This is an optimization exercise on Yosys and OpenROAD, whose aim is small area, not a production implementation. At most, simulation tests tie the RTL to the original design; equivalence was not proved.

==> module tkrp_song_store, before the edit <==
module tkrp_song_store (
    input  logic       clk,
    input  logic       rst_n,
    input  logic       wr_en,
    input  logic [6:0] wr_k,
    input  logic [1:0] wr_slot,
    input  logic [5:0] wr_data,
    input  logic [2:0] wr_keep,
    input  logic [6:0] rd_k,
    input  logic [1:0] rd_slot,
    output logic       rd_hit,
    output logic [5:0] rd_data
);
    localparam int PLACES = 124;
    localparam int TAPS   = PLACES / 4;
    function automatic logic [5:0] unpack3(input logic [4:0] v);
        unpack3 = '0;
        for (int i = 0; i < 27; i++)
        begin
            if (v == 5'(i))
            begin
                unpack3 = {2'(i / 9), 2'((i / 3) % 3), 2'(i % 3)};
            end
        end
    endfunction
    function automatic logic [4:0] pack3(input logic [5:0] tr);
        pack3 = 5'(tr[1:0]) + 5'(tr[3:2]) * 5'd3 + 5'(tr[5:4]) * 5'd9;
    endfunction
    logic [6:0]  t;
    logic [16:0] q [PLACES];
    logic [2:0]  pv;
    logic [4:0]  ptap  [1:3];
    logic [5:0]  pdata [1:3];
    logic [2:0]  pkeep [1:3];
    logic [6:0]  wpl;
    logic [1:0]  wait_n;
    logic [4:0]  wtap;
    logic        w_now;
    logic        w_go;
    logic [4:0]  w_tap;
    logic [5:0]  w_data;
    logic [2:0]  w_keep;
    logic [TAPS-1:0] wsel;
    logic [4:0]  old_tr;
    logic [5:0]  old_t, new_t;
    logic [4:0]  new_tr;
    logic [6:0]  rpl;
    logic [TAPS-1:0] rsel;
    logic [7:0]  wdiff, rdiff;
    logic [16:0] rword;
    logic [5:0]  rd_t;
    always_ff @(posedge clk or negedge rst_n)
    begin
        if (!rst_n)
        begin
            t <= '0;
        end
        else
        begin
            t <= (t == 7'(PLACES - 1)) ? 7'd0 : t + 7'd1;
        end
    end
    assign wdiff  = {1'b0, t} - {1'b0, wr_k} + 8'd3;
    assign wpl    = wdiff[7] ? 7'(wdiff + 8'(PLACES)) : wdiff[6:0];
    assign wait_n = ~wpl[1:0];
    assign wtap   = (wpl[6:2] == 5'(TAPS - 1)) ? 5'd0 : wpl[6:2] + 5'd1;
    assign w_now  = wr_en && (wait_n == 2'd0);
    assign w_go   = w_now || pv[0];
    assign w_tap  = w_now ? wtap : ptap[1];
    assign w_data = w_now ? wr_data : pdata[1];
    assign w_keep = w_now ? wr_keep : pkeep[1];
    always_ff @(posedge clk or negedge rst_n)
    begin
        if (!rst_n)
        begin
            pv <= '0;
        end
        else
        begin
            pv[2] <= wr_en && (wait_n == 2'd3);
            pv[1] <= (wr_en && (wait_n == 2'd2)) || pv[2];
            pv[0] <= (wr_en && (wait_n == 2'd1)) || pv[1];
        end
    end
    always_ff @(posedge clk)
    begin
        ptap[3]  <= wtap;
        pdata[3] <= wr_data;
        pkeep[3] <= wr_keep;
        for (int j = 1; j < 3; j++)
        begin
            if (wr_en && wait_n == 2'(j))
            begin
                ptap[j]  <= wtap;
                pdata[j] <= wr_data;
                pkeep[j] <= wr_keep;
            end
            else
            begin
                ptap[j]  <= ptap[j+1];
                pdata[j] <= pdata[j+1];
                pkeep[j] <= pkeep[j+1];
            end
        end
    end
    always_comb
    begin
        for (int m = 0; m < TAPS; m++)
        begin
            wsel[m] = w_go && (w_tap == 5'(m));
        end
        old_tr = '0;
        for (int m = 0; m < TAPS; m++)
        begin
            old_tr = old_tr | ({5{wsel[m]}} & q[(4 * m + PLACES - 1) % PLACES][16:12]);
        end
        old_t = unpack3(old_tr);
        for (int s = 0; s < 3; s++)
        begin
            if (wr_slot == 2'(s))
            begin
                new_t[2*s +: 2] = w_data[5:4];
            end
            else
            begin
                new_t[2*s +: 2] = w_keep[s] ? old_t[2*s +: 2] : 2'd0;
            end
        end
        new_tr = pack3(new_t);
    end
    for (genvar i = 0; i < PLACES; i++)
    begin : g_place
        logic [16:0] word;
        if (i % 4 == 0)
        begin : g_tap
            always_ff @(posedge clk)
            begin
                for (int s = 0; s < 3; s++)
                begin
                    if (wsel[i / 4] && wr_slot == 2'(s))
                    begin
                        word[4*s +: 4] <= w_data[3:0];
                    end
                    else
                    begin
                        word[4*s +: 4] <= q[(i + PLACES - 1) % PLACES][4*s +: 4];
                    end
                end
                if (wsel[i / 4])
                begin
                    word[16:12] <= new_tr;
                end
                else
                begin
                    word[16:12] <= q[(i + PLACES - 1) % PLACES][16:12];
                end
            end
        end
        else
        begin : g_pass
            always_ff @(posedge clk)
            begin
                word <= q[i - 1];
            end
        end
        assign q[i] = word;
    end
    assign rdiff  = {1'b0, t} - {1'b0, rd_k} + 8'd3;
    assign rpl    = rdiff[7] ? 7'(rdiff + 8'(PLACES)) : rdiff[6:0];
    assign rd_hit = (rpl[1:0] == 2'd0);
    always_comb
    begin
        for (int m = 0; m < TAPS; m++)
        begin
            rsel[m] = (rpl[6:2] == 5'(m));
        end
        rword = '0;
        for (int m = 0; m < TAPS; m++)
        begin
            rword = rword | ({17{rsel[m]}} & q[4 * m]);
        end
        rd_t = unpack3(rword[16:12]);
        case (rd_slot)
            2'd1:    rd_data = {rd_t[3:2], rword[7:4]};
            2'd2:    rd_data = {rd_t[5:4], rword[11:8]};
            default: rd_data = {rd_t[1:0], rword[3:0]};
        endcase
    end
endmodule
export LEC_CHECK = 0
export CAP_MARGIN = 20
export CORE_MARGIN = 2
export CORE_UTILIZATION = 60
export PLACE_DENSITY = 0.7
export SLEW_MARGIN = 20
create_clock -name core_clock -period 12.0 [get_ports {clk}]
standard.sh (not shown) runs the stock make flow with config.mk's settings and CLKGATE_MAP_FILE= SYNTH_SCRIPT=/design/flow/synth_recipe.tcl, a recipe that flattens the netlist after the stock synthesis.
==> flow/flow/run.sh <==
#!/bin/bash
# The standard layout (the standard.sh, standard synthesis unchanged) with two changes:
# clock tree synthesis uses clkbuf_8 buffers for clusters of up to 16 registers and inserts
# no dummy loads, and the port buffers are buf_1 cells. The full output goes to standard.log.
set -e
export CTS_ARGS="-sink_clustering_enable -repair_clock_nets -dont_use_dummy_load -sink_clustering_size 16 -sink_clustering_max_diameter 60 -buf_list sky130_fd_sc_hd__clkbuf_8"
export BUFFER_PORTS_ARGS="-buffer_cell sky130_fd_sc_hd__buf_1"
bash standard.sh > standard.log 2>&1
Edit:
--- a/flow/design.v
+++ b/flow/design.v
@@ -47,11 +47,18 @@
                 unpack3 = {2'(i / 9), 2'((i / 3) % 3), 2'(i % 3)};
             end
         end
     endfunction
     function automatic logic [4:0] pack3(input logic [5:0] tr);
-        pack3 = 5'(tr[1:0]) + 5'(tr[3:2]) * 5'd3 + 5'(tr[5:4]) * 5'd9;
+        pack3 = '0;
+        for (int i = 0; i < 27; i++)
+        begin
+            if (tr == {2'(i / 9), 2'((i / 3) % 3), 2'(i % 3)})
+            begin
+                pack3 = 5'(i);
+            end
+        end
     endfunction
     logic [6:0]  t;
     logic [16:0] q [PLACES];
     logic [2:0]  pv;
     logic [4:0]  ptap  [1:3];
@@ -63,10 +70,11 @@
     logic        w_now;
     logic        w_go;
     logic [4:0]  w_tap;
     logic [5:0]  w_data;
     logic [2:0]  w_keep;
+    logic [TAPS-1:0] wdec;
     logic [TAPS-1:0] wsel;
     logic [4:0]  old_tr;
     logic [5:0]  old_t, new_t;
     logic [4:0]  new_tr;
     logic [6:0]  rpl;
@@ -130,16 +138,17 @@
     end
     always_comb
     begin
         for (int m = 0; m < TAPS; m++)
         begin
-            wsel[m] = w_go && (w_tap == 5'(m));
+            wdec[m] = (w_tap == 5'(m));
+            wsel[m] = w_go && wdec[m];
         end
         old_tr = '0;
         for (int m = 0; m < TAPS; m++)
         begin
-            old_tr = old_tr | ({5{wsel[m]}} & q[(4 * m + PLACES - 1) % PLACES][16:12]);
+            old_tr = old_tr | ({5{wdec[m]}} & q[(4 * m + PLACES - 1) % PLACES][16:12]);
         end
         old_t = unpack3(old_tr);
         for (int s = 0; s < 3; s++)
         begin
             if (wr_slot == 2'(s))
=> The changed run produced a clean layout; design area stays flat; area after synthesis came out lower by about 0.43%; die area came out lower by 0.43%; critical path depth came out lower by 8; core utilization came out higher by 0.16 points; fmax came out higher by 13%.

========
Another version of the RTL of tone_keypad_recorder_player (not shown whole).
Size in the first run: about 4800 cells after synthesis, ~58 I/O pins, about 66000 um^2 of cells after synthesis.
==> module tkrp_song_store, before the edit <==
module tkrp_song_store (
    input  logic       clk,
    input  logic       rst_n,
    input  logic       wr_en,
    input  logic [6:0] wr_k,
    input  logic [1:0] wr_slot,
    input  logic [5:0] wr_data,
    input  logic [6:0] rd_k,
    input  logic [1:0] rd_slot,
    output logic       rd_hit,
    output logic [5:0] rd_data
);
    localparam int PLACES = 124;
    localparam int TAPS   = PLACES / 4;
    logic [6:0]  t;
    logic [17:0] q [PLACES];
    logic [2:0]  pv;
    logic [4:0]  ptap  [1:3];
    logic [5:0]  pdata [1:3];
    logic [6:0]  wpl;
    logic [1:0]  wait_n;
    logic [4:0]  wtap;
    logic        w_now;
    logic        w_go;
    logic [4:0]  w_tap;
    logic [1:0]  w_slot;
    logic [5:0]  w_data;
    logic [6:0]  rpl;
    logic [TAPS-1:0] rsel;
    logic [7:0]  wdiff, rdiff;
    logic [17:0] rword;
    always_ff @(posedge clk)
    begin
        t <= (t == 7'(PLACES - 1)) ? 7'd0 : t + 7'd1;
    end
    assign wdiff  = {1'b0, t} - {1'b0, wr_k} + 8'd3;
    assign wpl    = wdiff[7] ? 7'(wdiff + 8'(PLACES)) : wdiff[6:0];
    assign wait_n = ~wpl[1:0];
    assign wtap   = (wpl[6:2] == 5'(TAPS - 1)) ? 5'd0 : wpl[6:2] + 5'd1;
    assign w_now  = wr_en && (wait_n == 2'd0);
    assign w_go   = w_now || pv[0];
    assign w_tap  = w_now ? wtap : ptap[1];
    assign w_slot = wr_slot;
    assign w_data = w_now ? wr_data : pdata[1];
    always_ff @(posedge clk or negedge rst_n)
    begin
        if (!rst_n)
        begin
            pv <= '0;
        end
        else
        begin
            pv[2] <= wr_en && (wait_n == 2'd3);
            pv[1] <= (wr_en && (wait_n == 2'd2)) || pv[2];
            pv[0] <= (wr_en && (wait_n == 2'd1)) || pv[1];
        end
    end
    always_ff @(posedge clk)
    begin
        ptap[3]  <= wtap;
        pdata[3] <= wr_data;
        for (int j = 1; j < 3; j++)
        begin
            if (wr_en && wait_n == 2'(j))
            begin
                ptap[j]  <= wtap;
                pdata[j] <= wr_data;
            end
            else
            begin
                ptap[j]  <= ptap[j+1];
                pdata[j] <= pdata[j+1];
            end
        end
    end
    for (genvar i = 0; i < PLACES; i++)
    begin : g_place
        logic [17:0] word;
        if (i % 4 == 0)
        begin : g_tap
            always_ff @(posedge clk)
            begin
                for (int s = 0; s < 3; s++)
                begin
                    if (w_go && w_tap == 5'(i / 4) && w_slot == 2'(s))
                    begin
                        word[6*s +: 6] <= w_data;
                    end
                    else
                    begin
                        word[6*s +: 6] <= q[(i + PLACES - 1) % PLACES][6*s +: 6];
                    end
                end
            end
        end
        else
        begin : g_pass
            always_ff @(posedge clk)
            begin
                word <= q[i - 1];
            end
        end
        assign q[i] = word;
    end
    assign rdiff  = {1'b0, t} - {1'b0, rd_k} + 8'd3;
    assign rpl    = rdiff[7] ? 7'(rdiff + 8'(PLACES)) : rdiff[6:0];
    assign rd_hit = (rpl[1:0] == 2'd0);
    always_comb
    begin
        for (int m = 0; m < TAPS; m++)
        begin
            rsel[m] = (rpl[6:2] == 5'(m));
        end
        rword = '0;
        for (int m = 0; m < TAPS; m++)
        begin
            rword = rword | ({18{rsel[m]}} & q[4 * m]);
        end
        case (rd_slot)
            2'd1:    rd_data = rword[11:6];
            2'd2:    rd_data = rword[17:12];
            default: rd_data = rword[5:0];
        endcase
    end
endmodule
make LEC_CHECK=0 CAP_MARGIN=20 CORE_MARGIN=2 CORE_UTILIZATION=60 CTS_BUF_LIST=sky130_fd_sc_hd__clkbuf_8 CTS_CLUSTER_DIAMETER=50 CTS_CLUSTER_SIZE=12 PLACE_DENSITY=0.7 SLEW_MARGIN=20 finish   # period 12.0 ns
run.sh (not shown) runs the stock make flow with config.mk's settings and CLKGATE_MAP_FILE= SYNTH_SCRIPT=/design/flow/synth_recipe.tcl, a recipe that flattens the netlist after the stock synthesis.
Stock flow here: none of the scripts above is used.
==> next run, changes <==
--- a/flow/design.v
+++ b/flow/design.v
@@ -52,13 +52,20 @@
     logic [5:0]  w_data;
     logic [6:0]  rpl;
     logic [TAPS-1:0] rsel;
     logic [7:0]  wdiff, rdiff;
     logic [17:0] rword;
-    always_ff @(posedge clk)
+    always_ff @(posedge clk or negedge rst_n)
     begin
-        t <= (t == 7'(PLACES - 1)) ? 7'd0 : t + 7'd1;
+        if (!rst_n)
+        begin
+            t <= '0;
+        end
+        else
+        begin
+            t <= (t == 7'(PLACES - 1)) ? 7'd0 : t + 7'd1;
+        end
     end
     assign wdiff  = {1'b0, t} - {1'b0, wr_k} + 8'd3;
     assign wpl    = wdiff[7] ? 7'(wdiff + 8'(PLACES)) : wdiff[6:0];
     assign wait_n = ~wpl[1:0];
     assign wtap   = (wpl[6:2] == 5'(TAPS - 1)) ? 5'd0 : wpl[6:2] + 5'd1;
Effect: The new run ran to the end with no violations. Die area is higher slightly. Final cell count is lower slightly. Clock-buffer cell count is lower by 4. Cell area is higher slightly. Via count is lower by roughly a tenth. Routed wire length is lower by about a fifth. Sequential share of layout area is lower by 0.60 points. First-iteration DRC count is lower by a quarter to a third.
Only the layout flow was run in the first run of this note; the RTL was not checked for function there.

-- static timing again, ports no longer ideal --
The results above use ideal ports. As a check the final layouts listed here were re-extracted and re-timed, cells and wires unchanged. Step 1 assumes that a clkbuf_16 drives the clock port and a buf_2 every other input. Step 2, shift: input delay + t, output delay - t, t = (earliest + latest rising clock arrival at the registers) / 2. This alone moves slack from input paths to output paths. Slacks: ideal / step 1 / step 2; pairs: ideal / step 1.
| run | t (ns) | slack for setup (ns) | clock arrival spread, ns |
|---|---|---|---|
| the first run of note 1 | 0.888 | 0.626 / 0.626 / 0.626 | 0.131 / 0.131 |
| the second run of note 1 | 0.908 | 1.949 / 1.949 / 1.934 | 0.148 / 0.148 |
| the first run of note 2 | 1.005 | 3.916 / 3.845 / 4.542 | 0.082 / 0.082 |
| the second run of note 2 | 0.994 | 3.726 / 3.658 / 4.652 | 0.070 / 0.070 |
After both steps setup and hold are still met in every run listed. For the second run of note 1, which loses most, drivers alone change the setup slack by 0.000 ns; drivers and shift together by -0.015 ns.
